Source: an optimization exercise on an open RTL-to-GDS flow (aim: small area and a short achievable clock period). Production flows keep margins and buffers that such runs may drop.
No functional check of the RTL was part of any run shown here.
Power and IR drop assume default switching activity.

`design/flow/flow/run.sh`:
```
#!/bin/bash
# The standard layout, except that the port buffers are plain buf_1
# cells instead of the delay cells buffer_ports picks by default. The
# make output goes to standard.log here; ORFS writes each step's log
# under orfs/logs.
set -euo pipefail
bash standard.sh BUFFER_PORTS_ARGS="-buffer_cell sky130_fd_sc_hd__buf_1" finish > standard.log 2>&1
```
`design/flow/standard.sh`:
```
#!/bin/bash
# synth_recipe.tcl (not shown) runs the flow's synth.tcl, then flattens the netlist and writes it again
# the make line also repeats each setting of config.mk as NAME=value (left out here)
make -C /OpenROAD-flow-scripts/flow DESIGN_CONFIG=/design/flow/config.mk WORK_HOME=/design/flow/orfs CLKGATE_MAP_FILE= SYNTH_SCRIPT=/design/flow/synth_recipe.tcl "${@:-finish}"
```
`design/flow/config.mk`:
```
export PLATFORM = sky130hd
export DESIGN_NAME = exec_stage
export DESIGN_NICKNAME = exec_stage
export VERILOG_FILES = /design/flow/design.v
export SDC_FILE = /design/flow/constraint.sdc
export NUM_CORES = 4
export LEC_CHECK = 0
export ABC_AREA = 1
export CAP_MARGIN = 50
export CORE_MARGIN = 2
export CORE_UTILIZATION = 40
export SETUP_SLACK_MARGIN = 2.5
export SLEW_MARGIN = 50
```
`design/flow/constraint.sdc`:
```
create_clock -name core_clock -period 6.0 [get_ports {clk}]
set_input_delay 1.2000 -clock core_clock [delete_from_list [all_inputs] [get_ports {clk}]]
set_output_delay 1.2000 -clock core_clock [all_outputs]
set_load 0.01 [all_outputs]
```
`design/flow/design.v`:
```
package exec_pkg;
    localparam int IMM_W       = 16;
    localparam int LINK_OFFSET = 8;
    localparam int SLOT_OFFSET = 4;
    typedef logic [31:0] word_t;
    typedef logic [4:0]  reg_idx_t;
    typedef enum logic [3:0] {
        ADD,
        ADDU,
        SUB,
        SUBU,
        AND,
        OR,
        XOR,
        NOR,
        SLT,
        SLTU,
        SLL,
        SRL,
        SRA,
        LUI
    } alu_op_e;
    typedef enum logic [2:0] {
        BEQ,
        BNE,
        BGEZ,
        BGTZ,
        BLEZ,
        BLTZ
    } branch_e;
    typedef enum logic [1:0] {
        MSIZE1,
        MSIZE2,
        MSIZE4
    } msize_e;
    typedef enum logic [1:0] {
        CM_NONE,
        CM_MOVZ,
        CM_MOVN
    } cmove_e;
    typedef struct packed {
        alu_op_e alu_op;
        logic    imm_src;
        logic    zero_ext;
        logic    shamt_valid;
        logic    memtoreg;
        logic    memwrite;
        msize_e  msize;
        logic    regwrite;
        logic    tne;
        cmove_e  cmove;
        logic    is_link;
        logic    branch;
        branch_e branch_type;
        logic    jump;
        logic    jr;
    } ctl_t;
    typedef struct packed {
        logic overflow;
        logic adel;
        logic ades;
        logic trap;
    } exc_t;
    typedef struct packed {
        logic  bypass;
        word_t data;
    } bypass_t;
    typedef struct packed {
        logic             valid;
        word_t            pc;
        word_t            raw_instr;
        word_t            rd1;
        word_t            rd2;
        logic [IMM_W-1:0] imm;
        reg_idx_t         rdst;
        ctl_t             ctl;
        logic             pre_taken;
        word_t            pre_pc;
        logic             in_exc;
    } issue_t;
    typedef struct packed {
        logic     valid;
        word_t    pc;
        word_t    alu_out;
        word_t    srca;
        word_t    srcb;
        reg_idx_t rdst;
        logic     regwrite;
        logic     memtoreg;
        logic     memwrite;
        msize_e   msize;
        exc_t     exc;
    } result_t;
    function automatic word_t ext_imm(logic [IMM_W-1:0] imm, logic zero_ext);
        if (zero_ext) begin
            ext_imm = {{(32-IMM_W){1'b0}}, imm};
        end else begin
            ext_imm = {{(32-IMM_W){imm[IMM_W-1]}}, imm};
        end
    endfunction
    function automatic logic misaligned(msize_e size, logic [1:0] addr_lo);
        misaligned = ((size == exec_pkg::MSIZE2) && addr_lo[0]) || ((size == exec_pkg::MSIZE4) && (addr_lo != 2'b00));
    endfunction
endpackage
`timescale 1ns/1ps
module exec_alu (
    input  exec_pkg::word_t   a_i,
    input  exec_pkg::word_t   b_i,
    input  exec_pkg::alu_op_e op_i,
    output logic              arith_sel_o,
    output exec_pkg::word_t   arith_o,
    output exec_pkg::word_t   other_o,
    output logic [1:0]        y_lo_o,
    output logic              overflow_o
);
    logic        sub;
    logic        is_addsub;
    logic        is_cmp;
    logic [31:0] bx;
    logic [33:0] sum_c;
    logic [32:0] sum;
    logic        slt;
    logic        sltu;
    logic        cmp;
    logic [4:0]  shamt;
    logic        is_sll;
    logic        fill;
    logic [31:0] sh_in;
    logic [31:0] sh0, sh1, sh2, sh3, sh4;
    logic [31:0] sh_rev;
    assign is_addsub = (op_i[3:2] == 2'b00);
    assign is_cmp    = (op_i[3:1] == 3'b100);
    assign sub = (op_i[3:1] == 3'b001) || is_cmp;
    assign bx  = b_i ^ {32{sub}};
    assign sum_c = {1'b0, a_i, 1'b1} + {1'b0, bx, sub};
    assign sum   = sum_c[33:1];
    assign overflow_o = is_addsub && !op_i[0] &&
                        (a_i[31] == bx[31]) && (sum[31] != a_i[31]);
    assign slt  = (a_i[31] ^ b_i[31]) ? a_i[31] : sum[31];
    assign sltu = !sum[32];
    assign cmp  = op_i[0] ? sltu : slt;
    assign arith_sel_o = is_addsub || is_cmp;
    assign arith_o     = is_cmp ? {31'b0, cmp} : sum[31:0];
    assign shamt  = a_i[4:0];
    assign is_sll = (op_i == exec_pkg::SLL);
    assign fill   = (op_i == exec_pkg::SRA) && b_i[31];
    always_comb begin
        for (int i = 0; i < 32; i++) begin
            sh_in[i] = is_sll ? b_i[31-i] : b_i[i];
        end
        sh0 = shamt[0] ? {{1{fill}},  sh_in[31:1]}  : sh_in;
        sh1 = shamt[1] ? {{2{fill}},  sh0[31:2]}    : sh0;
        sh2 = shamt[2] ? {{4{fill}},  sh1[31:4]}    : sh1;
        sh3 = shamt[3] ? {{8{fill}},  sh2[31:8]}    : sh2;
        sh4 = shamt[4] ? {{16{fill}}, sh3[31:16]}   : sh3;
        for (int i = 0; i < 32; i++) begin
            sh_rev[i] = sh4[31-i];
        end
    end
    always_comb begin
        case (op_i)
            exec_pkg::AND:  other_o = a_i & b_i;
            exec_pkg::OR:   other_o = a_i | b_i;
            exec_pkg::XOR:  other_o = a_i ^ b_i;
            exec_pkg::NOR:  other_o = ~(a_i | b_i);
            exec_pkg::SLL:  other_o = sh_rev;
            exec_pkg::SRL,
            exec_pkg::SRA:  other_o = sh4;
            exec_pkg::LUI:  other_o = {b_i[15:0], 16'b0};
            default:        other_o = '0;
        endcase
    end
    assign y_lo_o = arith_sel_o ? arith_o[1:0] : other_o[1:0];
endmodule
`timescale 1ns/1ps
module branch_resolve (
    input  exec_pkg::issue_t  issue_i,
    input  exec_pkg::bypass_t bypass_a_i,
    input  exec_pkg::word_t   rs_i,
    input  logic              rs_eq_rt_i,
    input  exec_pkg::word_t   pc8_i,
    output logic              cond_o,
    output logic              redirect_o,
    output exec_pkg::word_t   target_o
);
    exec_pkg::ctl_t  ctl;
    logic        rs_zero;
    logic        rs_neg;
    logic        tk_eq;
    logic        tk_ne;
    logic        taken;
    logic [29:0] br_word;
    logic [31:0] br_target;
    logic [3:0]  slot_hi;
    logic [31:0] j_target;
    logic [31:0] jmp_target;
    logic        is_jmp;
    logic        pre_taken;
    logic        eq_pc8;
    logic        eq_rs;
    logic        eq_j;
    logic        eq_jmp;
    exec_pkg::word_t tgt_taken;
    exec_pkg::word_t tgt_not;
    logic        red_taken;
    logic        red_not;
    assign ctl       = issue_i.ctl;
    assign pre_taken = issue_i.pre_taken;
    assign is_jmp    = ctl.jump || ctl.jr;
    assign rs_zero = bypass_a_i.bypass ? (bypass_a_i.data == '0) : (issue_i.rd1 == '0);
    assign rs_neg  = rs_i[31];
    function automatic logic br_taken(logic [2:0] bt, logic eq, logic neg, logic zero);
        case (bt)
            3'd0:    br_taken = eq;
            3'd1:    br_taken = !eq;
            3'd2:    br_taken = !neg;
            3'd3:    br_taken = !neg && !zero;
            3'd4:    br_taken = neg || zero;
            3'd5:    br_taken = neg;
            default: br_taken = 1'b0;
        endcase
    endfunction
    assign tk_eq = br_taken(ctl.branch_type, 1'b1, rs_neg, rs_zero);
    assign tk_ne = br_taken(ctl.branch_type, 1'b0, rs_neg, rs_zero);
    assign taken = rs_eq_rt_i ? tk_eq : tk_ne;
    assign cond_o = ctl.branch && taken;
    assign br_word   = issue_i.pc[31:2] + {{14{issue_i.raw_instr[15]}}, issue_i.raw_instr[15:0]} + 30'd1;
    assign br_target = {br_word, issue_i.pc[1:0]};
    assign slot_hi   = issue_i.pc[31:28] + {3'b000, &issue_i.pc[27:2]};
    assign j_target  = {slot_hi, issue_i.raw_instr[25:0], 2'b00};
    always_comb begin
        if (ctl.jr) begin
            jmp_target = rs_i;
        end else if (ctl.jump) begin
            jmp_target = j_target;
        end else begin
            jmp_target = '0;
        end
    end
    assign tgt_taken = (ctl.branch && !pre_taken) ? br_target : jmp_target;
    assign tgt_not   = (ctl.branch && pre_taken)  ? pc8_i     : jmp_target;
    assign target_o  = taken ? tgt_taken : tgt_not;
    logic [28:0] inc_x, inc_y, inc_d;
    logic [28:0] inc_ok;
    assign inc_x = issue_i.pc[31:3];
    assign inc_y = issue_i.pre_pc[31:3];
    assign inc_d = inc_x ^ inc_y;
    assign inc_ok[0] = inc_d[0];
    for (genvar i = 1; i < 29; i++) begin : g_inc
        assign inc_ok[i] = inc_d[i] == (inc_x[i-1] && !inc_y[i-1]);
    end
    assign eq_pc8 = (&inc_ok) && (issue_i.pre_pc[2:0] == issue_i.pc[2:0]);
    assign eq_rs  = (issue_i.pre_pc == rs_i);
    logic       slot_carry;
    logic [3:0] pc_hi_inc;
    assign slot_carry = &issue_i.pc[27:2];
    assign pc_hi_inc  = issue_i.pc[31:28] + 4'd1;
    assign eq_j = (issue_i.pre_pc[27:0] == {issue_i.raw_instr[25:0], 2'b00}) &&
                  (slot_carry ? (issue_i.pre_pc[31:28] == pc_hi_inc)
                              : (issue_i.pre_pc[31:28] == issue_i.pc[31:28]));
    assign eq_jmp = ctl.jr ? eq_rs : eq_j;
    assign red_taken = issue_i.valid &&
                       ((ctl.branch && !pre_taken) ||
                        (is_jmp && !(pre_taken && eq_jmp)));
    assign red_not   = issue_i.valid &&
                       ((ctl.branch && pre_taken) ||
                        (is_jmp && !(pre_taken && (ctl.branch ? eq_pc8 : eq_jmp))));
    assign redirect_o = taken ? red_taken : red_not;
endmodule
`timescale 1ns/1ps
module exec_lane (
    input  exec_pkg::issue_t  issue_i,
    input  exec_pkg::bypass_t bypass_a_i,
    input  exec_pkg::bypass_t bypass_b_i,
    output exec_pkg::word_t   rs_o,
    output exec_pkg::word_t   rt_o,
    output logic              rs_eq_rt_o,
    output exec_pkg::word_t   pc8_o,
    output logic              arith_sel_o,
    output exec_pkg::word_t   arith_o,
    output exec_pkg::word_t   other_o,
    output logic              regwrite_o,
    output logic              addr_bad_o,
    output logic              overflow_o,
    output logic              trap_o
);
    exec_pkg::ctl_t  ctl;
    exec_pkg::word_t rs;
    exec_pkg::word_t rt;
    exec_pkg::word_t imm_ext;
    exec_pkg::word_t op_a;
    exec_pkg::word_t op_b;
    logic            alu_arith_sel;
    exec_pkg::word_t alu_other;
    logic [1:0]      y_lo;
    logic            rt_zero;
    logic            cm_fail;
    assign ctl = issue_i.ctl;
    assign rs = bypass_a_i.bypass ? bypass_a_i.data : issue_i.rd1;
    assign rt = bypass_b_i.bypass ? bypass_b_i.data : issue_i.rd2;
    assign rs_o = rs;
    assign rt_o = rt;
    assign rs_eq_rt_o = (rs == rt);
    assign rt_zero    = (rt == '0);
    assign imm_ext = exec_pkg::ext_imm(issue_i.imm, ctl.zero_ext);
    assign op_a = ctl.shamt_valid ? {27'b0, issue_i.raw_instr[10:6]} : rs;
    assign op_b = ctl.imm_src ? imm_ext : rt;
    exec_alu i_alu (
        .a_i         (op_a),
        .b_i         (op_b),
        .op_i        (ctl.alu_op),
        .arith_sel_o (alu_arith_sel),
        .arith_o     (arith_o),
        .other_o     (alu_other),
        .y_lo_o      (y_lo),
        .overflow_o  (overflow_o)
    );
    assign pc8_o       = {issue_i.pc[31:3] + 29'd1, issue_i.pc[2:0]};
    assign arith_sel_o = alu_arith_sel && !ctl.is_link;
    assign other_o     = ctl.is_link ? pc8_o : alu_other;
    assign addr_bad_o = exec_pkg::misaligned(ctl.msize, y_lo);
    always_comb begin
        case (ctl.cmove)
            exec_pkg::CM_MOVZ: cm_fail = !rt_zero;
            exec_pkg::CM_MOVN: cm_fail = rt_zero;
            default:           cm_fail = 1'b0;
        endcase
    end
    assign regwrite_o = ctl.regwrite && !cm_fail;
    assign trap_o     = ctl.tne && rs_eq_rt_o;
endmodule
`timescale 1ns/1ps
module exec_stage (
    input  logic            clk,
    input  logic            rst_i,
    input  logic [411:0]    issue_i,
    input  logic [65:0]     bypass_a_i,
    input  logic [65:0]     bypass_b_i,
    output logic [285:0]    result_o,
    output logic            redirect_o,
    output exec_pkg::word_t redirect_pc_o,
    output logic            branch_cond_o
);
    exec_pkg::issue_t  iss0;
    exec_pkg::issue_t  iss1;
    exec_pkg::bypass_t byp_a0;
    exec_pkg::bypass_t byp_a1;
    exec_pkg::bypass_t byp_b0;
    exec_pkg::bypass_t byp_b1;
    exec_pkg::word_t rs0, rt0, pc8_0, arith0, other0;
    exec_pkg::word_t rs1, rt1, pc8_1, arith1, other1;
    logic            asel0, asel1;
    logic            eq0, rw0, bad0, ovf0, trap0;
    logic            eq1, rw1, bad1, ovf1, trap1;
    logic            br_cond;
    logic            br_redirect;
    exec_pkg::word_t br_target;
    assign iss0   = issue_i[205:0];
    assign iss1   = issue_i[411:206];
    assign byp_a0 = bypass_a_i[32:0];
    assign byp_a1 = bypass_a_i[65:33];
    assign byp_b0 = bypass_b_i[32:0];
    assign byp_b1 = bypass_b_i[65:33];
    exec_lane i_lane0 (
        .issue_i    (iss0),
        .bypass_a_i (byp_a0),
        .bypass_b_i (byp_b0),
        .rs_o       (rs0),
        .rt_o       (rt0),
        .rs_eq_rt_o (eq0),
        .pc8_o      (pc8_0),
        .arith_sel_o(asel0),
        .arith_o    (arith0),
        .other_o    (other0),
        .regwrite_o (rw0),
        .addr_bad_o (bad0),
        .overflow_o (ovf0),
        .trap_o     (trap0)
    );
    exec_lane i_lane1 (
        .issue_i    (iss1),
        .bypass_a_i (byp_a1),
        .bypass_b_i (byp_b1),
        .rs_o       (rs1),
        .rt_o       (rt1),
        .rs_eq_rt_o (eq1),
        .pc8_o      (pc8_1),
        .arith_sel_o(asel1),
        .arith_o    (arith1),
        .other_o    (other1),
        .regwrite_o (rw1),
        .addr_bad_o (bad1),
        .overflow_o (ovf1),
        .trap_o     (trap1)
    );
    branch_resolve i_branch (
        .issue_i    (iss1),
        .bypass_a_i (byp_a1),
        .rs_i       (rs1),
        .rs_eq_rt_i (eq1),
        .pc8_i      (pc8_1),
        .cond_o     (br_cond),
        .redirect_o (br_redirect),
        .target_o   (br_target)
    );
    logic            v0_q, v1_q;
    logic            redirect_q, cond_q;
    exec_pkg::word_t pc0_q, alu0_q, srca0_q, srcb0_q;
    exec_pkg::word_t pc1_q, alu1_q, srca1_q, srcb1_q;
    logic [4:0]      rdst0_q, rdst1_q;
    logic [1:0]      msize0_q, msize1_q;
    logic            rw0_q, mtr0_q, mw0_q, bad0_q, ovf0_q, trap0_q;
    logic            rw1_q, mtr1_q, mw1_q, bad1_q, ovf1_q, trap1_q;
    logic            x1_q;
    exec_pkg::word_t target_q;
    always_ff @(posedge clk) begin
        if (rst_i) begin
            v0_q       <= 1'b0;
            v1_q       <= 1'b0;
            redirect_q <= 1'b0;
            cond_q     <= 1'b0;
        end else begin
            v0_q       <= iss0.valid;
            v1_q       <= iss1.valid;
            redirect_q <= br_redirect;
            cond_q     <= br_cond;
        end
    end
    always_ff @(posedge clk) begin
        pc0_q    <= iss0.pc;
        alu0_q   <= asel0 ? arith0 : other0;
        srca0_q  <= rs0;
        srcb0_q  <= rt0;
        rdst0_q  <= iss0.rdst;
        msize0_q <= iss0.ctl.msize;
        rw0_q    <= rw0;
        mtr0_q   <= iss0.ctl.memtoreg;
        mw0_q    <= iss0.ctl.memwrite;
        bad0_q   <= bad0;
        ovf0_q   <= ovf0;
        trap0_q  <= trap0;
        pc1_q    <= iss1.pc;
        alu1_q   <= asel1 ? arith1 : other1;
        srca1_q  <= rs1;
        srcb1_q  <= rt1;
        rdst1_q  <= iss1.rdst;
        msize1_q <= iss1.ctl.msize;
        rw1_q    <= rw1;
        mtr1_q   <= iss1.ctl.memtoreg;
        mw1_q    <= iss1.ctl.memwrite;
        bad1_q   <= bad1;
        ovf1_q   <= ovf1;
        trap1_q  <= trap1;
        x1_q     <= iss1.in_exc || trap1;
        target_q <= br_target;
    end
    logic l1_exc;
    logic adel0, ades0, adel1, ades1;
    assign adel0  = mtr0_q && bad0_q;
    assign ades0  = mw0_q && bad0_q;
    assign adel1  = mtr1_q && bad1_q;
    assign ades1  = mw1_q && bad1_q;
    assign l1_exc = v1_q && (x1_q || ovf1_q || ((mtr1_q || mw1_q) && bad1_q));
    exec_pkg::result_t out0;
    exec_pkg::result_t out1;
    always_comb begin
        out0.valid        = v0_q && !(v1_q && ovf1_q);
        out0.pc           = pc0_q;
        out0.alu_out      = alu0_q;
        out0.srca         = srca0_q;
        out0.srcb         = srcb0_q;
        out0.rdst         = rdst0_q;
        out0.regwrite     = rw0_q;
        out0.memtoreg     = mtr0_q && !bad0_q && !l1_exc;
        out0.memwrite     = mw0_q && !bad0_q && !l1_exc;
        out0.msize        = exec_pkg::msize_e'(msize0_q);
        out0.exc.overflow = ovf0_q;
        out0.exc.adel     = adel0;
        out0.exc.ades     = ades0;
        out0.exc.trap     = trap0_q;
        out1.valid        = v1_q;
        out1.pc           = pc1_q;
        out1.alu_out      = alu1_q;
        out1.srca         = srca1_q;
        out1.srcb         = srcb1_q;
        out1.rdst         = rdst1_q;
        out1.regwrite     = rw1_q;
        out1.memtoreg     = mtr1_q && !bad1_q;
        out1.memwrite     = mw1_q && !bad1_q;
        out1.msize        = exec_pkg::msize_e'(msize1_q);
        out1.exc.overflow = ovf1_q;
        out1.exc.adel     = adel1;
        out1.exc.ades     = ades1;
        out1.exc.trap     = trap1_q;
    end
    assign result_o      = {out1, out0};
    assign redirect_o    = redirect_q;
    assign redirect_pc_o = target_q;
    assign branch_cond_o = cond_q;
endmodule
```
==> out/metrics.yaml, run 1 <==
floorplanning:
  core-area_mm2: 0.0761
  io_pins: 866
  rows: 101
  fp.dieH_um: 281
  fp.dieW_um: 281
  die-area_mm2: 0.0792
  initial_core_util: 0.404
timing:
  fmax_mhz: 274
  worstMarginPinSlew_ps: 767
  setup_ws_ps: 2350
  final.setup.tns_ps: 0
  min_period_over_period: 0.608
  maxSlewViolCount: 0
  setup_viol: 0
  period_minus_slack_ps: 3650
  final_hold_viol_count: 0
  grt_setup_unrepaired: "yes"
  slew_headroom: 0.488
drt:
  ant_nets: 0
  dr_wl_met3_um: 24900
  met1_length_um: 71600
  routed_wl_um: 199000
  via_per_inst: 5.97
  num_vias: 42300
  firstDrtPassIters: 10
  highest_layer: "met4"
  drt_iter0_drc: 5746
  wire_per_inst_um: 28.1
  wl_met2_um: 81900
  drc: 0
synth:
  postSynthAreaPerCell_um2: 6.19
  synth_xor_area_frac: 0.0606
  synth_adder_area_share: 0.105
  yosysSeqAreaShare: 0.208
  syn_area_mm2: 0.0308
  synth_fp_nets: 5777
  synth-compound-area-share: 0.161
  ys_async_sr_fraction: 0
  muxShareOfSynthArea: 0.00130
  ys_types: 57
  synth_ff_type: "dfxtp_1"
  ys_warn_count: 4
  synth_top_family_by_area: "simple AND/OR/NAND/NOR gates"
  synth_edf_count: 0
  yosys.area_share.simple: 0.364
  synth_cells: 4974
  synth_seq_cells: 319
global_route:
  grt_max_degree: 67
  grt_pass1_vias: 37400
  gr-total-overflow: 0
  grt_usage: 0.466
  grt_pass1_wl_um: 265000
  grt_antenna_before_repair: 14
clocking:
  clockBufferDepth: 3
  numCtsBuffers: 37
  clk_pin_slew_ps: 60
  h-tree-depth: 2
  cts_root_buf: "clkbuf_16"
  cts.sinks: 319
  cts_tree: "yes"
critical_path:
  cp_slowest_cell: "nor3_4"
  critPathArrivalTime_ps: 4130
  worstSetupPathType: "in -> reg"
  end_kind: "register"
  cp.buffers_inverters: 2
  worstPathRequired_ps: 6480
  critPathLaunchType: "input pin"
  cp.depth: 20
  worstPathMaxFanout: 7
  crit_family: "simple AND/OR/NAND/NOR gates"
  setup.worst_path.end: "redirect_q"
  crit_start: "issue_i[382]"
  path_cells: "buf_4 -> inv_4 -> nor2_4 -> nand3_4 -> nor4_4 -> nand4_1 -> nor3_4 -> nand3_2 -> nor2_4 -> ha_4 -> nand2_4 -> o2111ai_2 -> nor3_1 -> nand4_1 -> nor3_2 -> nand2_1 -> nand2_1 -> a21oi_2 -> nor2_2 -> nor2_1"
  critPathMaxStageDelay_ps: 320
power:
  switchingPower_mw: 4.26
  p_per_area_mw_per_mm2: 220
  seq_power_share: 0.251
  pwr-share-clk: 0.247
  fin_total_pwr_mw: 9.64
  netSwitchingFraction: 0.442
  p_int_mw: 5.38
  power_leakage_nw: 20.0
  max-vdd-ir-drop_mv: 0.219
  pwr-share-comb: 0.502
final_layout:
  final_util: 0.577
  fill_cells: 7584
  syn_to_final_growth_pct: 42.7
  stdcell_area_mm2: 0.0439
  drive_gt1_frac: 0.213
  multi_input_area_mm2: 0.0254
  nets: 6822
  seq_area_mm2: 0.00639
place:
  dp_slack_ps: 711
  portBuffers: 792
  gp_congestion: 1.14
  dp_hpwl_um: 153000
  place_area_mm2: 0.0359
outcome:
  status: "finished clean"
run:
  max_cap_violations: 0
min_path:
  hp-class: "in -> reg"
-- layout make-up --
type	count	share of cell area
Antenna cell	14	0.000798
Multi-Input combinational cell	3883	0.579
Clock buffer	51	0.0234
Sequential cell	319	0.145
Inverter	554	0.0499
Timing Repair inverter	8	0.00165
Tap cell	1030	0.0294
Clock inverter	15	0.00445
Timing Repair Buffer	1216	0.166
-- cells in the final DEF (no fill, tap or decap), types with 37 or more instances in the layout --
cell type	n
nand2_1	1031
buf_1	767
nand3_1	722
inv_1	503
buf_4	338
dfxtp_1	319
nor2_1	216
o21ai_0	207
ha_1	199
a21oi_1	158
nand2_2	133
xor2_1	111
nand2_4	95
or2_2	69
o21ai_1	55
xnor2_1	55
nor4_1	53
a21oi_2	53
clkbuf_16	52
nand4_1	50
ha_4	48
o21ai_4	45
o21ai_2	44
nor2_4	42
a221oi_1	42
o22ai_1	39
nor3_1	37
-- power groups by stage --
stage                     logic (mW)  registers, mW  clock network [mW]
final                           4.84           2.42                2.38
after global routing            5.06           2.43                2.47
after CTS                       4.08           2.41                2.39
after detailed placement        3.65           2.46                   0
after global placement          3.66           2.46                   0
after floorplan                 2.09           2.52                   0
-- sequential cells by signal (all words and copies together), names as in the netlist, 2 cells and up --
register  count
srcb0_q      32
msize0_q      2
srca0_q      32
alu1_q       32
pc1_q        32
rdst0_q       5
target_q     32
rdst1_q       5
msize1_q      2
pc0_q        32
srcb1_q      32
alu0_q       32
srca1_q      32
-- per-stage QoR --
stage                     hold slack, ps  cells
after floorplan                     1230   4974
after global placement              1290   6738
after detailed placement            1290   6738
after CTS                            680   6917
after global routing                 691   7083
final                                701   7090
-- Yosys cell counts, types with 8 or more instances --
cell	number	area share
o21bai_1	13	0.0032
a31oi_1	33	0.0067
ha_1	256	0.10
a22oi_1	11	0.0027
o21ai_0	298	0.048
a221oi_1	43	0.012
xor2_1	135	0.038
o22ai_1	40	0.0081
a21oi_1	218	0.035
xnor2_1	78	0.022
buf_1	24	0.0029
inv_1	542	0.066
nand2_1	1263	0.15
nor4_1	62	0.013
clkbuf_1	125	0.015
or2_2	84	0.017
o21a_1	8	0.0020
nor2_1	294	0.036
o21ai_1	38	0.0062
o21ai_2	14	0.0040
o2111ai_1	24	0.0068
buf_4	16	0.0039
a21o_1	22	0.0054
o211ai_1	29	0.0071
buf_2	45	0.0073
clkinv_1	9	0.0011
nand3_1	757	0.12
a2111oi_0	8	0.0023
dfxtp_1	319	0.21
nand4_1	50	0.010
nor3_1	46	0.0075
-- what timing repair did --
item / 4_1_cts / 5_1_grt
endpoints found under the setup margin: 103 / 91
pin swaps: 102 / 210
hold buffers: 0 / 0
resized for setup: 499 / 502
gates cloned: 13 / 21
buffers inserted: 100 / 138
-- logic make-up after synthesis --
| family | after synthesis |
|---|---|
| and+or+nand+nor | 2572 |
| AOI/OAI and AO/OA | 837 |
| buffers and inverters | 772 |
| DFF | 319 |
| adders and majority gates | 257 |
| xor gates and xnor gates | 213 |
| muxes | 4 |
-- worst min-delay path by stage --
stage	start	end	slack, ps	cells after the start
floorplan	issue_i[45]	msize0_q[0]	1230	0
global placement	issue_i[59]	rdst0_q[3]	1290	1
detailed placement	issue_i[263]	rdst1_q[1]	1290	1
CTS	issue_i[47]	mw0_q	680	1
global route	issue_i[254]	mtr1_q	690	1
finish	issue_i[47]	mw0_q	700	1
-- per-layer routing --
metal | vias to the layer above | GRT usage
met5 | - | 0
met4 | 0 | 0.400
met3 | 819 | 0.123
met2 | 3131 | 0.698
met1 | 19500 | 0.554
li1 | 18800 | -
==> run 2: changes to the inputs <==
--- a/design/flow/design.v
+++ b/design/flow/design.v
@@ -176,10 +176,9 @@
 module branch_resolve (
-    input  exec_pkg::issue_t  issue_i,
-    input  exec_pkg::bypass_t bypass_a_i,
-    input  exec_pkg::word_t   rs_i,
-    input  logic              rs_eq_rt_i,
-    input  exec_pkg::word_t   pc8_i,
-    output logic              cond_o,
-    output logic              redirect_o,
-    output exec_pkg::word_t   target_o
+    input  exec_pkg::issue_t issue_i,
+    input  exec_pkg::word_t  rs_i,
+    input  logic             rs_eq_rt_i,
+    input  exec_pkg::word_t  pc8_i,
+    output logic             cond_o,
+    output logic             redirect_o,
+    output exec_pkg::word_t  target_o
 );
@@ -187,5 +186,2 @@
     logic        rs_zero;
-    logic        rs_neg;
-    logic        tk_eq;
-    logic        tk_ne;
     logic        taken;
@@ -195,4 +191,2 @@
     logic [31:0] j_target;
-    logic [31:0] jmp_target;
-    logic        is_jmp;
     logic        pre_taken;
@@ -201,26 +195,17 @@
     logic        eq_j;
-    logic        eq_jmp;
-    exec_pkg::word_t tgt_taken;
-    exec_pkg::word_t tgt_not;
-    logic        red_taken;
-    logic        red_not;
+    logic        eq_sel;
     assign ctl       = issue_i.ctl;
     assign pre_taken = issue_i.pre_taken;
-    assign is_jmp    = ctl.jump || ctl.jr;
-    assign rs_zero = bypass_a_i.bypass ? (bypass_a_i.data == '0) : (issue_i.rd1 == '0);
-    assign rs_neg  = rs_i[31];
-    function automatic logic br_taken(logic [2:0] bt, logic eq, logic neg, logic zero);
-        case (bt)
-            3'd0:    br_taken = eq;
-            3'd1:    br_taken = !eq;
-            3'd2:    br_taken = !neg;
-            3'd3:    br_taken = !neg && !zero;
-            3'd4:    br_taken = neg || zero;
-            3'd5:    br_taken = neg;
-            default: br_taken = 1'b0;
+    assign rs_zero   = (rs_i == '0);
+    always_comb begin
+        case (ctl.branch_type)
+            exec_pkg::BEQ:  taken = rs_eq_rt_i;
+            exec_pkg::BNE:  taken = !rs_eq_rt_i;
+            exec_pkg::BGEZ: taken = !rs_i[31];
+            exec_pkg::BGTZ: taken = !rs_i[31] && !rs_zero;
+            exec_pkg::BLEZ: taken = rs_i[31] || rs_zero;
+            exec_pkg::BLTZ: taken = rs_i[31];
+            default:        taken = 1'b0;
         endcase
-    endfunction
-    assign tk_eq = br_taken(ctl.branch_type, 1'b1, rs_neg, rs_zero);
-    assign tk_ne = br_taken(ctl.branch_type, 1'b0, rs_neg, rs_zero);
-    assign taken = rs_eq_rt_i ? tk_eq : tk_ne;
+    end
     assign cond_o = ctl.branch && taken;
@@ -231,39 +216,21 @@
     always_comb begin
-        if (ctl.jr) begin
-            jmp_target = rs_i;
+        if (cond_o && !pre_taken) begin
+            target_o = br_target;
+        end else if (ctl.branch && !cond_o && pre_taken) begin
+            target_o = pc8_i;
+        end else if (ctl.jr) begin
+            target_o = rs_i;
         end else if (ctl.jump) begin
-            jmp_target = j_target;
+            target_o = j_target;
         end else begin
-            jmp_target = '0;
+            target_o = '0;
         end
     end
-    assign tgt_taken = (ctl.branch && !pre_taken) ? br_target : jmp_target;
-    assign tgt_not   = (ctl.branch && pre_taken)  ? pc8_i     : jmp_target;
-    assign target_o  = taken ? tgt_taken : tgt_not;
-    logic [28:0] inc_x, inc_y, inc_d;
-    logic [28:0] inc_ok;
-    assign inc_x = issue_i.pc[31:3];
-    assign inc_y = issue_i.pre_pc[31:3];
-    assign inc_d = inc_x ^ inc_y;
-    assign inc_ok[0] = inc_d[0];
-    for (genvar i = 1; i < 29; i++) begin : g_inc
-        assign inc_ok[i] = inc_d[i] == (inc_x[i-1] && !inc_y[i-1]);
-    end
-    assign eq_pc8 = (&inc_ok) && (issue_i.pre_pc[2:0] == issue_i.pc[2:0]);
+    assign eq_pc8 = (issue_i.pre_pc == pc8_i);
     assign eq_rs  = (issue_i.pre_pc == rs_i);
-    logic       slot_carry;
-    logic [3:0] pc_hi_inc;
-    assign slot_carry = &issue_i.pc[27:2];
-    assign pc_hi_inc  = issue_i.pc[31:28] + 4'd1;
-    assign eq_j = (issue_i.pre_pc[27:0] == {issue_i.raw_instr[25:0], 2'b00}) &&
-                  (slot_carry ? (issue_i.pre_pc[31:28] == pc_hi_inc)
-                              : (issue_i.pre_pc[31:28] == issue_i.pc[31:28]));
-    assign eq_jmp = ctl.jr ? eq_rs : eq_j;
-    assign red_taken = issue_i.valid &&
-                       ((ctl.branch && !pre_taken) ||
-                        (is_jmp && !(pre_taken && eq_jmp)));
-    assign red_not   = issue_i.valid &&
-                       ((ctl.branch && pre_taken) ||
-                        (is_jmp && !(pre_taken && (ctl.branch ? eq_pc8 : eq_jmp))));
-    assign redirect_o = taken ? red_taken : red_not;
+    assign eq_j   = (issue_i.pre_pc == j_target);
+    assign eq_sel = (ctl.branch && !taken) ? eq_pc8 : (ctl.jr ? eq_rs : eq_j);
+    assign redirect_o = issue_i.valid &&
+                        ((ctl.branch && (cond_o != pre_taken)) ||
+                         ((ctl.jump || ctl.jr) && !(pre_taken && eq_sel)));
 endmodule
@@ -397,3 +364,2 @@
         .issue_i    (iss1),
-        .bypass_a_i (byp_a1),
         .rs_i       (rs1),
@@ -407,4 +373,5 @@
     logic            redirect_q, cond_q;
-    exec_pkg::word_t pc0_q, alu0_q, srca0_q, srcb0_q;
-    exec_pkg::word_t pc1_q, alu1_q, srca1_q, srcb1_q;
+    exec_pkg::word_t pc0_q, arith0_q, other0_q, srca0_q, srcb0_q;
+    exec_pkg::word_t pc1_q, arith1_q, other1_q, srca1_q, srcb1_q;
+    logic            asel0_q, asel1_q;
     logic [4:0]      rdst0_q, rdst1_q;
@@ -430,3 +397,5 @@
         pc0_q    <= iss0.pc;
-        alu0_q   <= asel0 ? arith0 : other0;
+        asel0_q  <= asel0;
+        arith0_q <= arith0;
+        other0_q <= other0;
         srca0_q  <= rs0;
@@ -442,3 +411,5 @@
         pc1_q    <= iss1.pc;
-        alu1_q   <= asel1 ? arith1 : other1;
+        asel1_q  <= asel1;
+        arith1_q <= arith1;
+        other1_q <= other1;
         srca1_q  <= rs1;
@@ -468,3 +439,3 @@
         out0.pc           = pc0_q;
-        out0.alu_out      = alu0_q;
+        out0.alu_out      = asel0_q ? arith0_q : other0_q;
         out0.srca         = srca0_q;
@@ -482,3 +453,3 @@
         out1.pc           = pc1_q;
-        out1.alu_out      = alu1_q;
+        out1.alu_out      = asel1_q ? arith1_q : other1_q;
         out1.srca         = srca1_q;
==> design/flow/flow/run.sh (replaced) <==
#!/bin/bash
# Standard layout, with plain buffers (not delay cells) on the ports.
cp standard.sh standard_sh.txt
export BUFFER_PORTS_ARGS="-buffer_cell sky130_fd_sc_hd__buf_1"
bash standard.sh > standard.log 2>&1
--- a/design/flow/config.mk
+++ b/design/flow/config.mk
@@ -7,7 +7,6 @@
 export LEC_CHECK = 0
-export ABC_AREA = 1
-export CAP_MARGIN = 50
+export CAP_MARGIN = 20
 export CORE_MARGIN = 2
 export CORE_UTILIZATION = 40
-export SETUP_SLACK_MARGIN = 2.5
-export SLEW_MARGIN = 50
+export SETUP_SLACK_MARGIN = 0.2
+export SLEW_MARGIN = 20
==> run 2 against run 1 <==
  * Still clean on timing, DRC and antenna
  * Combinational power decreased by 19%
  * Synthesized cell count down 25%
  * Non-clock buffer count is 195 lower
  * Clock power increased by 23%
  * Synthesized area grew 2.7%
  * Cell count decreased by 21%
  * Critical path depth shrank 5
  * Sequential cell count grew 66
  * Largest cell class unchanged
  * Highest routed layer is now met5
==> out/metrics.yaml, run 2 <==
critical_path:
  path_cells: "clkbuf_2 -> buf_4 -> mux2i_1 -> inv_1 -> xnor2_1 -> nand4_1 -> or4_1 -> o211a_1 -> nor4_2 -> buf_12 -> mux2i_1 -> o22ai_1 -> or4_1 -> nor4_1 -> a21oi_1"  # was buf_4 -> inv_4 -> nor2_4 -> nand3_4 -> nor4_4 -> nand4_1 -> nor3_4 -> nand3_2 -> nor2_4 -> ha_4 -> nand2_4 -> o2111ai_2 -> nor3_1 -> nand4_1 -> nor3_2 -> nand2_1 -> nand2_1 -> a21oi_2 -> nor2_2 -> nor2_1
  setup.worst_path.end: "redirect_q"  # unchanged
  end_kind: "register"  # unchanged
  critPathArrivalTime_ps: 5590  # was 4130 ps
  worstPathMaxFanout: 37  # was 7
  critPathLaunchType: "input pin"  # unchanged
  worstPathRequired_ps: 6460  # was 6480 ps
  critPathMaxStageDelay_ps: 580  # was 320 ps
  cp_slowest_cell: "or4_1"  # was nor3_4
  crit_start: "bypass_a_i[65]"  # was issue_i[382]
  worstSetupPathType: "in -> reg"  # unchanged
place:
  place_area_mm2: 0.0368  # was 0.0359 mm²
  placed_cells: 5542  # was 6738
  gp_congestion: 1.02  # was 1.14
  dp_hpwl_um: 123000  # was 153000 µm
  portBuffers: 792  # unchanged
  dp_slack_ps: 421  # was 711 ps
drt:
  firstDrtPassIters: 6  # was 10
  wire_per_inst_um: 26.7  # was 28.1 µm
  via_per_inst: 5.77  # was 5.97
  drt_iter0_drc: 2862  # was 5746
  routed_wl_um: 150000  # was 199000 µm
  num_vias: 32500  # was 42300
  drc: 0  # unchanged
  ant_nets: 0  # unchanged
global_route:
  grt_pass1_vias: 31200  # was 37400
  gr-total-overflow: 0  # unchanged
  grt_usage: 0.352  # was 0.466
  grt_antenna_before_repair: 7  # was 14
  grt_pass1_wl_um: 212000  # was 265000 µm
  grt_max_degree: 75  # was 67
timing:
  setup_viol: 0  # unchanged
  min_period_over_period: 0.856  # was 0.608
  final.setup.tns_ps: 0  # unchanged
  setup_ws_ps: 866  # was 2350 ps
  final_hold_viol_count: 0  # unchanged
  fmax_mhz: 195  # was 274 MHz
  slew_headroom: 0.265  # was 0.488
  maxSlewViolCount: 0  # unchanged
  worstMarginPinSlew_ps: 1070  # was 767 ps
  grt_setup_unrepaired: "no"  # was yes
  period_minus_slack_ps: 5130  # was 3650 ps
synth:
  synth_fp_nets: 4484  # was 5777
  synth-compound-area-share: 0.181  # was 0.161
  ys_warn_count: 4  # unchanged
  ys_types: 82  # was 57
  yosys.area_share.simple: 0.132  # was 0.364
  yosysSeqAreaShare: 0.244  # was 0.208
  synth_top_family_by_area: "multiplexers"  # was simple AND/OR/NAND/NOR gates
  ys_async_sr_fraction: 0  # unchanged
  synth_adder_area_share: 0.0901  # was 0.105
  syn_area_mm2: 0.0316  # was 0.0308 mm²
  synth_cells: 3711  # was 4974
  synth.most_common_cell: "dfxtp_1"  # was nand2_1
  synth_area_leaders: "dfxtp_1, mux2i_1, ha_1"  # was dfxtp_1, nand2_1, nand3_1
  synth_largest_area_cell: "dfxtp_1"  # unchanged
  synth_seq_cells: 385  # was 319
  synth_ff_type: "dfxtp_1"  # unchanged
  synth_common_cells: "dfxtp_1, mux2i_1, nor2_1, o21ai_0, inv_1"  # was nand2_1, nand3_1, inv_1, dfxtp_1, o21ai_0
  muxShareOfSynthArea: 0.203  # was 0.00130
  postSynthAreaPerCell_um2: 8.51  # was 6.19 µm²
  synth_top_area_frac: 0.244  # was 0.208
  synth_xor_area_frac: 0.0878  # was 0.0606
  synth_edf_count: 0  # unchanged
power:
  power_leakage_nw: 16.4  # was 20.0 nW
  p_per_area_mw_per_mm2: 257  # was 220 mW/mm²
  fin_total_pwr_mw: 9.86  # was 9.64 mW
  max-vdd-ir-drop_mv: 0.181  # was 0.219 mV
final_layout:
  final_cell_mix: "buf_1, dfxtp_1, mux2i_1, nor2_1, o21ai_0"  # was nand2_1, buf_1, nand3_1
  stdcell_area_mm2: 0.0384  # was 0.0439 mm²
  final_common_cell: "buf_1"  # was nand2_1
  drive_gt1_frac: 0.134  # was 0.213
  fin_cells: 5626  # was 7090
  nets: 5313  # was 6822
  syn_to_final_growth_pct: 21.4  # was 42.7%
clocking:
  h-tree-depth: 2  # unchanged
  post-cts-setup-buffers: 0  # was 100
  hold_buffers: 0  # unchanged
  cts_resized: 0  # was 499
  numCtsBuffers: 46  # was 37
  cts.sinks: 385  # was 319
  cts_root_buf: "clkbuf_16"  # unchanged
  cts_tree: "yes"  # unchanged
  clockBufferDepth: 3  # unchanged
  clk_pin_slew_ps: 60  # about the same
floorplanning:
  initial_core_util: 0.402  # was 0.404
  fp.dieH_um: 285  # was 281 µm
  fp.dieW_um: 285  # was 281 µm
  io_pins: 866  # unchanged
  die-area_mm2: 0.0813  # was 0.0792 mm²
  rows: 103  # was 101
  core-area_mm2: 0.0786  # was 0.0761 mm²
min_path:
  holdPathStages: 1  # unchanged
  hp-class: "in -> reg"  # unchanged
outcome:
  status: "finished clean"  # unchanged
run:
  max_cap_violations: 0  # unchanged
run 2: changes by cell type in the layout (fill, tap and decap cells not counted), sizes merged, moves of 45 or more:
cell,before,now
nand2,1264,204
nand3,757,55
inv,550,261
mux2i,4,292
buf,1196,1012
mux2,0,167
xnor2,78,194
o21ai,351,264
mux4,0,70
dfxtp,319,385
or2,87,37
a21oi,221,172
a211oi,7,52
run 2: power breakdown:
part / switching [mW] / internal (mW) / leakage, nW / total [mW]
combinational: 2.43 / 1.51 / 12.4 / 3.94
clock: 1.20 / 1.71 / 0.753 / 2.92
sequential: 0.0953 / 2.90 / 3.24 / 3.00
run 2: kinds of logic after synthesis:
group | count (synthesis)
compound gates | 887
xor+xnor | 315
fa+ha+maj | 227
buf+inv | 497
flops | 385
mux | 529
simple gates | 871
run 2: layer usage:
layer / vias to the layer above / share of wire / global-route usage
li1: 15000 / - / -
met1: 15400 / 0.38 / 0.411
met3: 371 / 0.074 / 0.0563
met2: 1692 / 0.47 / 0.602
met4: 6 / 0.074 / 0.224
met5: - / 0.00027 / 0
run 2: worst min path at each step:
| stage | start | to | slack (ps) |
|---|---|---|---|
| floorplan | issue_i[45] | msize0_q[0] | 1230 |
| global placement | issue_i[56] | rdst0_q[0] | 1290 |
| global route | issue_i[48] | mtr0_q | 680 |
| CTS | issue_i[253] | mw1_q | 650 |
| detailed placement | issue_i[264] | rdst1_q[2] | 1290 |
| finish | issue_i[253] | mw1_q | 680 |
run 2: area by class of cell:
type | instances | area [µm²]
diodes | 2 | 5.00
clock buffers | 58 | 1260
clock inverters | 24 | 313
fillers | 7870 | 40200
inverters | 257 | 965
multi-input cells | 2829 | 22000
flip-flops and latches | 385 | 7710
well taps | 1050 | 1310
repair buffers | 1021 | 4810
run 2: critical path, delay by kind of cell:
family                 cells  cell delay (ps)
buffers and inverters      4             1010
AO/OA/AOI/OAI              3              510
XOR/XNOR                   1              200
multiplexers               2              720
AND/OR/NAND/NOR            5             1920
run 2: through the flow:
stage / hold WS, ps / utilization
final: 685 / 0.488
after global placement: 1290 / 0.468
after CTS: 655 / 0.488
after global routing: 677 / 0.488
after detailed placement: 1290 / 0.468
after floorplan: 1230 / -
==> run 3: changes to the inputs <==
--- a/design/flow/design.v
+++ b/design/flow/design.v
@@ -109,6 +109,3 @@
     input  exec_pkg::alu_op_e op_i,
-    output logic              arith_sel_o,
-    output exec_pkg::word_t   arith_o,
-    output exec_pkg::word_t   other_o,
-    output logic [1:0]        y_lo_o,
+    output exec_pkg::word_t   y_o,
     output logic              overflow_o
@@ -116,6 +113,3 @@
     logic        sub;
-    logic        is_addsub;
-    logic        is_cmp;
     logic [31:0] bx;
-    logic [33:0] sum_c;
     logic [32:0] sum;
@@ -123,3 +117,2 @@
     logic        sltu;
-    logic        cmp;
     logic [4:0]  shamt;
@@ -130,9 +123,6 @@
     logic [31:0] sh_rev;
-    assign is_addsub = (op_i[3:2] == 2'b00);
-    assign is_cmp    = (op_i[3:1] == 3'b100);
-    assign sub = (op_i[3:1] == 3'b001) || is_cmp;
+    assign sub = (op_i[3:1] == 3'b001) || (op_i[3:1] == 3'b100);
     assign bx  = b_i ^ {32{sub}};
-    assign sum_c = {1'b0, a_i, 1'b1} + {1'b0, bx, sub};
-    assign sum   = sum_c[33:1];
-    assign overflow_o = is_addsub && !op_i[0] &&
+    assign sum = {1'b0, a_i} + {1'b0, bx} + {32'b0, sub};
+    assign overflow_o = (op_i[3:2] == 2'b00) && !op_i[0] &&
                         (a_i[31] == bx[31]) && (sum[31] != a_i[31]);
@@ -140,5 +130,2 @@
     assign sltu = !sum[32];
-    assign cmp  = op_i[0] ? sltu : slt;
-    assign arith_sel_o = is_addsub || is_cmp;
-    assign arith_o     = is_cmp ? {31'b0, cmp} : sum[31:0];
     assign shamt  = a_i[4:0];
@@ -161,14 +148,17 @@
         case (op_i)
-            exec_pkg::AND:  other_o = a_i & b_i;
-            exec_pkg::OR:   other_o = a_i | b_i;
-            exec_pkg::XOR:  other_o = a_i ^ b_i;
-            exec_pkg::NOR:  other_o = ~(a_i | b_i);
-            exec_pkg::SLL:  other_o = sh_rev;
+            exec_pkg::ADD, exec_pkg::ADDU,
+            exec_pkg::SUB, exec_pkg::SUBU: y_o = sum[31:0];
+            exec_pkg::AND:  y_o = a_i & b_i;
+            exec_pkg::OR:   y_o = a_i | b_i;
+            exec_pkg::XOR:  y_o = a_i ^ b_i;
+            exec_pkg::NOR:  y_o = ~(a_i | b_i);
+            exec_pkg::SLT:  y_o = {31'b0, slt};
+            exec_pkg::SLTU: y_o = {31'b0, sltu};
+            exec_pkg::SLL:  y_o = sh_rev;
             exec_pkg::SRL,
-            exec_pkg::SRA:  other_o = sh4;
-            exec_pkg::LUI:  other_o = {b_i[15:0], 16'b0};
-            default:        other_o = '0;
+            exec_pkg::SRA:  y_o = sh4;
+            exec_pkg::LUI:  y_o = {b_i[15:0], 16'b0};
+            default:        y_o = '0;
         endcase
     end
-    assign y_lo_o = arith_sel_o ? arith_o[1:0] : other_o[1:0];
 endmodule
@@ -245,5 +235,3 @@
     output exec_pkg::word_t   pc8_o,
-    output logic              arith_sel_o,
-    output exec_pkg::word_t   arith_o,
-    output exec_pkg::word_t   other_o,
+    output exec_pkg::word_t   alu_out_o,
     output logic              regwrite_o,
@@ -259,5 +247,3 @@
     exec_pkg::word_t op_b;
-    logic            alu_arith_sel;
-    exec_pkg::word_t alu_other;
-    logic [1:0]      y_lo;
+    exec_pkg::word_t alu_y;
     logic            rt_zero;
@@ -275,15 +261,11 @@
     exec_alu i_alu (
-        .a_i         (op_a),
-        .b_i         (op_b),
-        .op_i        (ctl.alu_op),
-        .arith_sel_o (alu_arith_sel),
-        .arith_o     (arith_o),
-        .other_o     (alu_other),
-        .y_lo_o      (y_lo),
-        .overflow_o  (overflow_o)
+        .a_i        (op_a),
+        .b_i        (op_b),
+        .op_i       (ctl.alu_op),
+        .y_o        (alu_y),
+        .overflow_o (overflow_o)
     );
-    assign pc8_o       = {issue_i.pc[31:3] + 29'd1, issue_i.pc[2:0]};
-    assign arith_sel_o = alu_arith_sel && !ctl.is_link;
-    assign other_o     = ctl.is_link ? pc8_o : alu_other;
-    assign addr_bad_o = exec_pkg::misaligned(ctl.msize, y_lo);
+    assign pc8_o     = {issue_i.pc[31:3] + 29'd1, issue_i.pc[2:0]};
+    assign alu_out_o = ctl.is_link ? pc8_o : alu_y;
+    assign addr_bad_o = exec_pkg::misaligned(ctl.msize, alu_y[1:0]);
     always_comb begin
@@ -316,5 +298,4 @@
     exec_pkg::bypass_t byp_b1;
-    exec_pkg::word_t rs0, rt0, pc8_0, arith0, other0;
-    exec_pkg::word_t rs1, rt1, pc8_1, arith1, other1;
-    logic            asel0, asel1;
+    exec_pkg::word_t rs0, rt0, pc8_0, alu0;
+    exec_pkg::word_t rs1, rt1, pc8_1, alu1;
     logic            eq0, rw0, bad0, ovf0, trap0;
@@ -338,5 +319,3 @@
         .pc8_o      (pc8_0),
-        .arith_sel_o(asel0),
-        .arith_o    (arith0),
-        .other_o    (other0),
+        .alu_out_o  (alu0),
         .regwrite_o (rw0),
@@ -354,5 +333,3 @@
         .pc8_o      (pc8_1),
-        .arith_sel_o(asel1),
-        .arith_o    (arith1),
-        .other_o    (other1),
+        .alu_out_o  (alu1),
         .regwrite_o (rw1),
@@ -373,5 +350,4 @@
     logic            redirect_q, cond_q;
-    exec_pkg::word_t pc0_q, arith0_q, other0_q, srca0_q, srcb0_q;
-    exec_pkg::word_t pc1_q, arith1_q, other1_q, srca1_q, srcb1_q;
-    logic            asel0_q, asel1_q;
+    exec_pkg::word_t pc0_q, alu0_q, srca0_q, srcb0_q;
+    exec_pkg::word_t pc1_q, alu1_q, srca1_q, srcb1_q;
     logic [4:0]      rdst0_q, rdst1_q;
@@ -380,3 +356,3 @@
     logic            rw1_q, mtr1_q, mw1_q, bad1_q, ovf1_q, trap1_q;
-    logic            x1_q;
+    logic            inexc1_q;
     exec_pkg::word_t target_q;
@@ -397,5 +373,3 @@
         pc0_q    <= iss0.pc;
-        asel0_q  <= asel0;
-        arith0_q <= arith0;
-        other0_q <= other0;
+        alu0_q   <= alu0;
         srca0_q  <= rs0;
@@ -411,5 +385,3 @@
         pc1_q    <= iss1.pc;
-        asel1_q  <= asel1;
-        arith1_q <= arith1;
-        other1_q <= other1;
+        alu1_q   <= alu1;
         srca1_q  <= rs1;
@@ -424,3 +396,3 @@
         trap1_q  <= trap1;
-        x1_q     <= iss1.in_exc || trap1;
+        inexc1_q <= iss1.in_exc;
         target_q <= br_target;
@@ -433,3 +405,3 @@
     assign ades1  = mw1_q && bad1_q;
-    assign l1_exc = v1_q && (x1_q || ovf1_q || ((mtr1_q || mw1_q) && bad1_q));
+    assign l1_exc = v1_q && (inexc1_q || ovf1_q || adel1 || ades1 || trap1_q);
     exec_pkg::result_t out0;
@@ -439,3 +411,3 @@
         out0.pc           = pc0_q;
-        out0.alu_out      = asel0_q ? arith0_q : other0_q;
+        out0.alu_out      = alu0_q;
         out0.srca         = srca0_q;
@@ -453,3 +425,3 @@
         out1.pc           = pc1_q;
-        out1.alu_out      = asel1_q ? arith1_q : other1_q;
+        out1.alu_out      = alu1_q;
         out1.srca         = srca1_q;
==> design/flow/run.sh (new file) <==
#!/bin/bash
# synth_recipe.tcl (not shown) runs the flow's synth.tcl, then flattens the netlist and writes it again
# the make line also repeats each setting of config.mk as NAME=value (left out here)
make -C /OpenROAD-flow-scripts/flow DESIGN_CONFIG=/design/flow/config.mk WORK_HOME=/design/flow/orfs CLKGATE_MAP_FILE= SYNTH_SCRIPT=/design/flow/synth_recipe.tcl finish
removed: design/flow/flow/run.sh
removed: design/flow/standard.sh
==> run 3 against run 2 <==
  * Routed wire length up 1.2%
  * First-iteration DRC count grew 15%
  * Non-clock buffer count up 33
  * Critical endpoint is now alu0_q[16]
==> out/metrics.yaml, run 3 <==
outcome:
  status: "finished clean"  # unchanged
final_layout:
  final_cell_mix: "clkdlybuf4s50_1, mux2i_1, dfxtp_1"  # was buf_1, dfxtp_1, mux2i_1, nor2_1, o21ai_0
  final_common_cell: "clkdlybuf4s50_1"  # was buf_1
  seq_area_mm2: 0.00639  # was 0.00771 mm²
  multi_input_area_mm2: 0.0207  # was 0.0220 mm²
  drive_gt1_frac: 0.122  # was 0.134
  nets: 5144  # was 5313
  syn_to_final_growth_pct: 40.0  # was 21.4%
  fin_cells: 5353  # was 5626
  fill_cells: 6838  # was 7870
place:
  gp_congestion: 1.05  # was 1.02
  placed_cells: 5279  # was 5542
  portBuffers: 792  # unchanged
  dp_hpwl_um: 126000  # was 123000 µm
timing:
  min_period_over_period: 0.902  # was 0.856
  setup_viol: 0  # unchanged
  grt_setup_unrepaired: "no"  # unchanged
  final.setup.tns_ps: 0  # unchanged
  final_hold_viol_count: 0  # unchanged
  fmax_mhz: 185  # was 195 MHz
  maxSlewViolCount: 0  # unchanged
  worstMarginPinSlew_ps: 1070  # about the same
  period_minus_slack_ps: 5410  # was 5130 ps
  slew_headroom: 0.289  # was 0.265
drt:
  wire_per_inst_um: 28.4  # was 26.7 µm
  via_per_inst: 5.81  # was 5.77
  num_vias: 31100  # was 32500
  firstDrtPassIters: 5  # was 6
  drt_iter0_drc: 3288  # was 2862
  ant_nets: 0  # unchanged
  routed_wl_um: 152000  # was 150000 µm
  drc: 0  # unchanged
power:
  p_int_mw: 5.73  # was 6.13 mW
  seq_power_share: 0.255  # was 0.304
  power_leakage_nw: 17.8  # was 16.4 nW
  pwr-share-comb: 0.474  # was 0.400
  pwr-share-clk: 0.271  # was 0.296
  p_per_area_mw_per_mm2: 230  # was 257 mW/mm²
  netSwitchingFraction: 0.388  # was 0.378
  max-vdd-ir-drop_mv: 0.265  # was 0.181 mV
  switchingPower_mw: 3.62  # was 3.73 mW
run:
  max_cap_violations: 0  # unchanged
synth:
  synth_common_cells: "mux2i_1, dfxtp_1, inv_1, nor2_1, ha_1"  # was dfxtp_1, mux2i_1, nor2_1, o21ai_0, inv_1
  ys_async_sr_fraction: 0  # unchanged
  synth_fp_nets: 4260  # was 4484
  postSynthAreaPerCell_um2: 8.31  # was 8.51 µm²
  synth_largest_area_cell: "dfxtp_1"  # unchanged
  yosysSeqAreaShare: 0.220  # was 0.244
  synth.most_common_cell: "mux2i_1"  # was dfxtp_1
  ys_types: 90  # was 82
  synth_top_area_frac: 0.220  # was 0.244
  synth_ff_type: "dfxtp_1"  # unchanged
  synth_area_leaders: "dfxtp_1, mux2i_1, ha_1"  # unchanged
  synth_seq_cells: 319  # was 385
  ys_warn_count: 4  # unchanged
  synth_edf_count: 0  # unchanged
  synth_cells: 3487  # was 3711
  syn_area_mm2: 0.0290  # was 0.0316 mm²
critical_path:
  critPathArrivalTime_ps: 5860  # was 5590 ps
  worstPathRequired_ps: 6440  # was 6460 ps
  cp_slowest_cell: "a211oi_1"  # was or4_1
  cp.depth: 19  # was 15
  crit_start: "bypass_b_i[32]"  # was bypass_a_i[65]
  worstSetupPathType: "in -> reg"  # unchanged
  crit_family: "compound AO/OA/AOI/OAI gates"  # was simple AND/OR/NAND/NOR gates
  setup.worst_path.end: "alu0_q[16]"  # was redirect_q
  worstPathMaxFanout: 21  # was 37
  critPathMaxStageDelay_ps: 560  # was 580 ps
  end_kind: "register"  # unchanged
  critPathLaunchType: "input pin"  # unchanged
  cp.buffers_inverters: 3  # was 4
  path_cells: "clkdlybuf4s50_1 -> buf_12 -> mux2_2 -> mux2i_1 -> xnor2_1 -> inv_1 -> fa_1 -> nor2b_1 -> o21ai_0 -> a21boi_0 -> o211ai_1 -> nand2_1 -> a31oi_1 -> o21ai_0 -> a21o_1 -> a21oi_1 -> xnor2_1 -> a211oi_1 -> o22ai_1"  # was clkbuf_2 -> buf_4 -> mux2i_1 -> inv_1 -> xnor2_1 -> nand4_1 -> or4_1 -> o211a_1 -> nor4_2 -> buf_12 -> mux2i_1 -> o22ai_1 -> or4_1 -> nor4_1 -> a21oi_1
clocking:
  clk_pin_slew_ps: 60  # about the same
  post-cts-setup-buffers: 0  # unchanged
  h-tree-depth: 2  # unchanged
  cts_resized: 0  # unchanged
  clockBufferDepth: 3  # unchanged
  cts_root_buf: "clkbuf_16"  # unchanged
  numCtsBuffers: 40  # was 46
  hold_buffers: 0  # unchanged
  cts_tree: "yes"  # unchanged
  cts.sinks: 319  # was 385
floorplanning:
  core-area_mm2: 0.0716  # was 0.0786 mm²
  rows: 98  # was 103
  fp.dieW_um: 273  # was 285 µm
  die-area_mm2: 0.0746  # was 0.0813 mm²
  io_pins: 866  # unchanged
  initial_core_util: 0.405  # was 0.402
  fp.dieH_um: 273  # was 285 µm
global_route:
  grt_antenna_before_repair: 14  # was 7
  grt_pass1_wl_um: 211000  # was 212000 µm
  gr-total-overflow: 0  # unchanged
  grt_usage: 0.389  # was 0.352
  grt_pass1_vias: 29200  # was 31200
  grt_max_degree: 70  # was 75
min_path:
  hp-class: "in -> reg"  # unchanged
==> run 3: changes by cell type after synthesis, sizes merged, moves of 26 or more <==
cell    previous run  this run
a21oi            172       219
clkbuf           170       136
dfxtp            385       319
mux2             167       106
mux2i            292       365
mux4              70        29
nor2             287       234
o21ai            264       191
xnor2            194       220
==> run 3: per-stage QoR <==
stage / total power, mW / util / area, µm² / worst slack (ps) / hold slack, ps
2_1_floorplan: 4.70 / - / 29000 / 248 / 1230
3_3_place_gp: 6.72 / 0.548 / 39200 / 179 / 1650
3_5_place_dp: 6.72 / 0.548 / 39200 / 132 / 1650
4_1_cts: 9.27 / 0.567 / 40600 / 736 / 1040
5_1_grt: 9.72 / 0.567 / 40600 / 388 / 1040
6_report: 9.35 / 0.567 / 40600 / 587 / 1060
==> run 3: area by class of cell <==
type / count / share of cell area
Antenna cell: 4 / 0.000247
Clock buffer: 50 / 0.0273
Clock inverter: 20 / 0.00650
Inverter: 252 / 0.0233
Multi-Input combinational cell: 2704 / 0.511
Sequential cell: 319 / 0.157
Tap cell: 950 / 0.0293
Timing Repair Buffer: 1054 / 0.245
==> run 3: metal layers <==
metal / routed length, µm / up-vias / part of all wire / GRT usage
met2: 64500 / 1620 / 0.42 / 0.585
met1: 65600 / 15000 / 0.43 / 0.542
met5: 181 / - / 0.0012 / 0
met4: 3550 / 12 / 0.023 / 0.0853
met3: 18100 / 193 / 0.12 / 0.120
li1: - / 14200 / - / -
==> run 3: cell families after synthesis <==
family                   count (synthesis)  synth area share
XOR/XNOR                               349             0.105
AND/OR/NAND/NOR                        805             0.133
multiplexers                           500             0.196
flip-flops                             319             0.220
adder cells (fa/ha/maj)                227            0.0988
buffers and inverters                  464            0.0662
AO/OA/AOI/OAI                          823             0.181
==> run 3: worst min-delay path by stage <==
stage                 startpoint    endpoint  slack [ps]  depth (start not counted)
finish              issue_i[266]  rdst1_q[4]        1060                          1
global route        issue_i[266]  rdst1_q[4]        1040                          1
CTS                 issue_i[266]  rdst1_q[4]        1040                          1
detailed placement  issue_i[266]  rdst1_q[4]        1650                          1
global placement    issue_i[266]  rdst1_q[4]        1650                          1
floorplan           issue_i[206]    inexc1_q        1230                          0
==> run 3: power by group through the flow <==
stage	logic, mW	clock network, mW	registers [mW]
2_1_floorplan	2.19	0	2.51
3_3_place_gp	4.30	0	2.42
3_5_place_dp	4.29	0	2.42
4_1_cts	4.32	2.57	2.38
5_1_grt	4.68	2.65	2.39
6_report	4.44	2.53	2.38
==> run 4: changes to the inputs <==
==> design/flow/flow/run.sh (new file) <==
#!/bin/bash
# Standard layout, with plain buffers (not delay cells) on the ports.
cp standard.sh standard_sh.txt
export BUFFER_PORTS_ARGS="-buffer_cell sky130_fd_sc_hd__buf_1"
bash standard.sh > standard.log 2>&1
==> design/flow/standard.sh (new file) <==
#!/bin/bash
# synth_recipe.tcl (not shown) runs the flow's synth.tcl, then flattens the netlist and writes it again
# the make line also repeats each setting of config.mk as NAME=value (left out here)
make -C /OpenROAD-flow-scripts/flow DESIGN_CONFIG=/design/flow/config.mk WORK_HOME=/design/flow/orfs CLKGATE_MAP_FILE= SYNTH_SCRIPT=/design/flow/synth_recipe.tcl "${@:-finish}"
removed: design/flow/run.sh
==> run 4 against run 3 <==
  * Cell count shrank 0.95%
  * Still clean
  * Hold slack worse by 350 ps
  * Sequential power barely moved
  * Global-route usage fell by 3.1 points
  * Setup slack worse by 60 ps
  * Synthesized cell count unchanged
  * Non-clock buffer count shrank 52
  * Core utilization decreased by 7.6 points
  * Via count shrank 0.68%
  * Cell area shrank 13%
==> out/metrics.yaml, run 4 <==
critical_path:
  worstSetupPathType: "in -> reg"  # unchanged
  setup.worst_path.end: "alu0_q[14]"  # was alu0_q[16]
  path_cells: "buf_1 -> buf_4 -> mux2_2 -> mux2i_1 -> xnor2_1 -> inv_1 -> fa_1 -> nor2b_1 -> o21ai_0 -> a21boi_0 -> o211ai_1 -> nand2_1 -> a31oi_1 -> o21ai_0 -> xnor2_1 -> nor2_1 -> a2111oi_0 -> buf_4 -> o22ai_1"  # was clkdlybuf4s50_1 -> buf_12 -> mux2_2 -> mux2i_1 -> xnor2_1 -> inv_1 -> fa_1 -> nor2b_1 -> o21ai_0 -> a21boi_0 -> o211ai_1 -> nand2_1 -> a31oi_1 -> o21ai_0 -> a21o_1 -> a21oi_1 -> xnor2_1 -> a211oi_1 -> o22ai_1
  cp_slowest_cell: "a2111oi_0"  # was a211oi_1
  critPathMaxStageDelay_ps: 660  # was 560 ps
  critPathArrivalTime_ps: 5900  # was 5860 ps
  cp.buffers_inverters: 4  # was 3
  cp.depth: 19  # unchanged
  crit_family: "compound AO/OA/AOI/OAI gates"  # unchanged
  critPathLaunchType: "input pin"  # unchanged
  worstPathMaxFanout: 5  # was 21
  end_kind: "register"  # unchanged
  crit_start: "bypass_b_i[32]"  # unchanged
  worstPathRequired_ps: 6420  # was 6440 ps
synth:
  ys_async_sr_fraction: 0  # unchanged
  ys_warn_count: 4  # unchanged
  synth_ff_type: "dfxtp_1"  # unchanged
  syn_area_mm2: 0.0290  # unchanged
  synth_cells: 3487  # unchanged
  synth_common_cells: "mux2i_1, dfxtp_1, inv_1, nor2_1, ha_1"  # unchanged
  synth_top_area_frac: 0.220  # unchanged
  synth_seq_cells: 319  # unchanged
  synth_area_leaders: "dfxtp_1, mux2i_1, ha_1"  # unchanged
  yosysSeqAreaShare: 0.220  # unchanged
  postSynthAreaPerCell_um2: 8.31  # unchanged
  synth.most_common_cell: "mux2i_1"  # unchanged
  synth_largest_area_cell: "dfxtp_1"  # unchanged
  ys_types: 90  # unchanged
  synth_edf_count: 0  # unchanged
  synth_fp_nets: 4260  # unchanged
timing:
  final.setup.tns_ps: 0  # unchanged
  slew_headroom: 0.308  # was 0.289
  setup_viol: 0  # unchanged
  period_minus_slack_ps: 5470  # was 5410 ps
  worstMarginPinSlew_ps: 1030  # was 1070 ps
  fmax_mhz: 183  # was 185 MHz
  grt_setup_unrepaired: "no"  # unchanged
  holdWs_ps: 708  # was 1060 ps
  maxSlewViolCount: 0  # unchanged
  min_period_over_period: 0.912  # was 0.902
  final_hold_viol_count: 0  # unchanged
power:
  power_leakage_nw: 15.3  # was 17.8 nW
  pwr-share-comb: 0.448  # was 0.474
  pwr-share-clk: 0.272  # was 0.271
  p_per_area_mw_per_mm2: 243  # was 230 mW/mm²
  max-vdd-ir-drop_mv: 0.278  # was 0.265 mV
  seq_power_share: 0.280  # was 0.255
  switchingPower_mw: 3.49  # was 3.62 mW
  p_int_mw: 5.05  # was 5.73 mW
  netSwitchingFraction: 0.409  # was 0.388
final_layout:
  multi_input_area_mm2: 0.0207  # unchanged
  final_common_cell: "buf_1"  # was clkdlybuf4s50_1
  fill_cells: 7293  # was 6838
  seq_area_mm2: 0.00639  # unchanged
  syn_to_final_growth_pct: 21.2  # was 40.0%
  nets: 5090  # was 5144
  drive_gt1_frac: 0.110  # was 0.122
  final_cell_mix: "buf_1, mux2i_1, dfxtp_1"  # was clkdlybuf4s50_1, mux2i_1, dfxtp_1
clocking:
  clockBufferDepth: 3  # unchanged
  cts.sinks: 319  # unchanged
  cts_tree: "yes"  # unchanged
  cts_root_buf: "clkbuf_16"  # unchanged
  post-cts-setup-buffers: 0  # unchanged
  h-tree-depth: 2  # unchanged
  cts_resized: 0  # unchanged
  numCtsBuffers: 38  # was 40
  clk_pin_slew_ps: 60  # about the same
  hold_buffers: 0  # unchanged
floorplanning:
  fp.dieW_um: 273  # unchanged
  rows: 98  # unchanged
  io_pins: 866  # unchanged
  initial_core_util: 0.405  # unchanged
  die-area_mm2: 0.0746  # unchanged
  fp.dieH_um: 273  # unchanged
  core-area_mm2: 0.0716  # unchanged
global_route:
  gr-total-overflow: 0  # unchanged
  grt_pass1_wl_um: 197000  # was 211000 µm
  grt_pass1_vias: 28400  # was 29200
  grt_antenna_before_repair: 18  # was 14
  grt_max_degree: 70  # unchanged
  grt_usage: 0.358  # was 0.389
drt:
  wire_per_inst_um: 26.6  # was 28.4 µm
  num_vias: 30900  # was 31100
  routed_wl_um: 141000  # was 152000 µm
  via_per_inst: 5.82  # was 5.81
  ant_nets: 0  # unchanged
  firstDrtPassIters: 5  # unchanged
  drt_iter0_drc: 3528  # was 3288
  drc: 0  # unchanged
run:
  max_cap_violations: 0  # unchanged
min_path:
  hp-class: "in -> reg"  # unchanged
outcome:
  status: "finished clean"  # unchanged
place:
  gp_congestion: 1.06  # was 1.05
  portBuffers: 792  # unchanged
  dp_hpwl_um: 117000  # was 126000 µm
==> run 4: cells by family after synthesis <==
logic type / after synthesis / synth area share
fa+ha+maj: 227 / 0.0988
mux: 500 / 0.196
flops: 319 / 0.220
simple gates: 805 / 0.133
buf+inv: 464 / 0.0662
xor+xnor: 349 / 0.105
compound gates: 823 / 0.181
==> run 4: how the worst min path moves through the flow <==
stage,slack [ps],end,depth (start not counted),startpoint
floorplan,1230,inexc1_q,0,issue_i[206]
CTS,690,rdst0_q[2],1,issue_i[58]
finish,710,rdst0_q[2],1,issue_i[58]
global route,700,rdst1_q[4],1,issue_i[266]
global placement,1290,rdst0_q[2],1,issue_i[58]
detailed placement,1290,rdst1_q[2],1,issue_i[264]
==> run 4: layout make-up <==
class | instances | area share
inverter | 252 | 0.0269
multi-input combinational | 2704 | 0.590
antenna | 7 | 0.000499
timing repair buffer | 1002 | 0.132
tap | 950 | 0.0338
clock buffer | 53 | 0.0310
clock inverter | 15 | 0.00406
sequential | 319 | 0.182
==> run 4: power groups by stage <==
stage | Clock, mW | Combinational (mW) | Sequential, mW
global placement | 0 | 3.70 | 2.43
detailed placement | 0 | 3.70 | 2.43
CTS | 2.35 | 3.72 | 2.39
finish | 2.32 | 3.82 | 2.39
global route | 2.43 | 4.06 | 2.40
floorplan | 0 | 2.19 | 2.51
==> run 4: per-layer routing <==
metal	global-route usage	part of all wire	vias to the layer above
met4	0.138	0.045	6
met1	0.485	0.42	14800
met2	0.544	0.43	1646
met5	0	0.00028	-
li1	-	-	14100
met3	0.0914	0.11	266
==> run 4: stage by stage <==
stage               worst slack, ps  utilization  area, µm²  instances  power, mW
CTS                             727        0.490      35100       5295       8.46
global placement                203        0.473      33900       5227       6.13
floorplan                       248            -      29000       3487       4.70
detailed placement              165        0.473      33900       5227       6.13
finish                          527        0.491      35100       5302       8.54
global route                    361        0.490      35100       5300       8.90

Re-timed with assumed drivers on the ports (clkbuf_16 on the clock, buf_2 on other inputs), run 4 has 0.561 ns of setup slack against 0.527 ns with ideal ports, and -0.083 ns once port delays also move by the mid clock arrival of 0.645 ns.
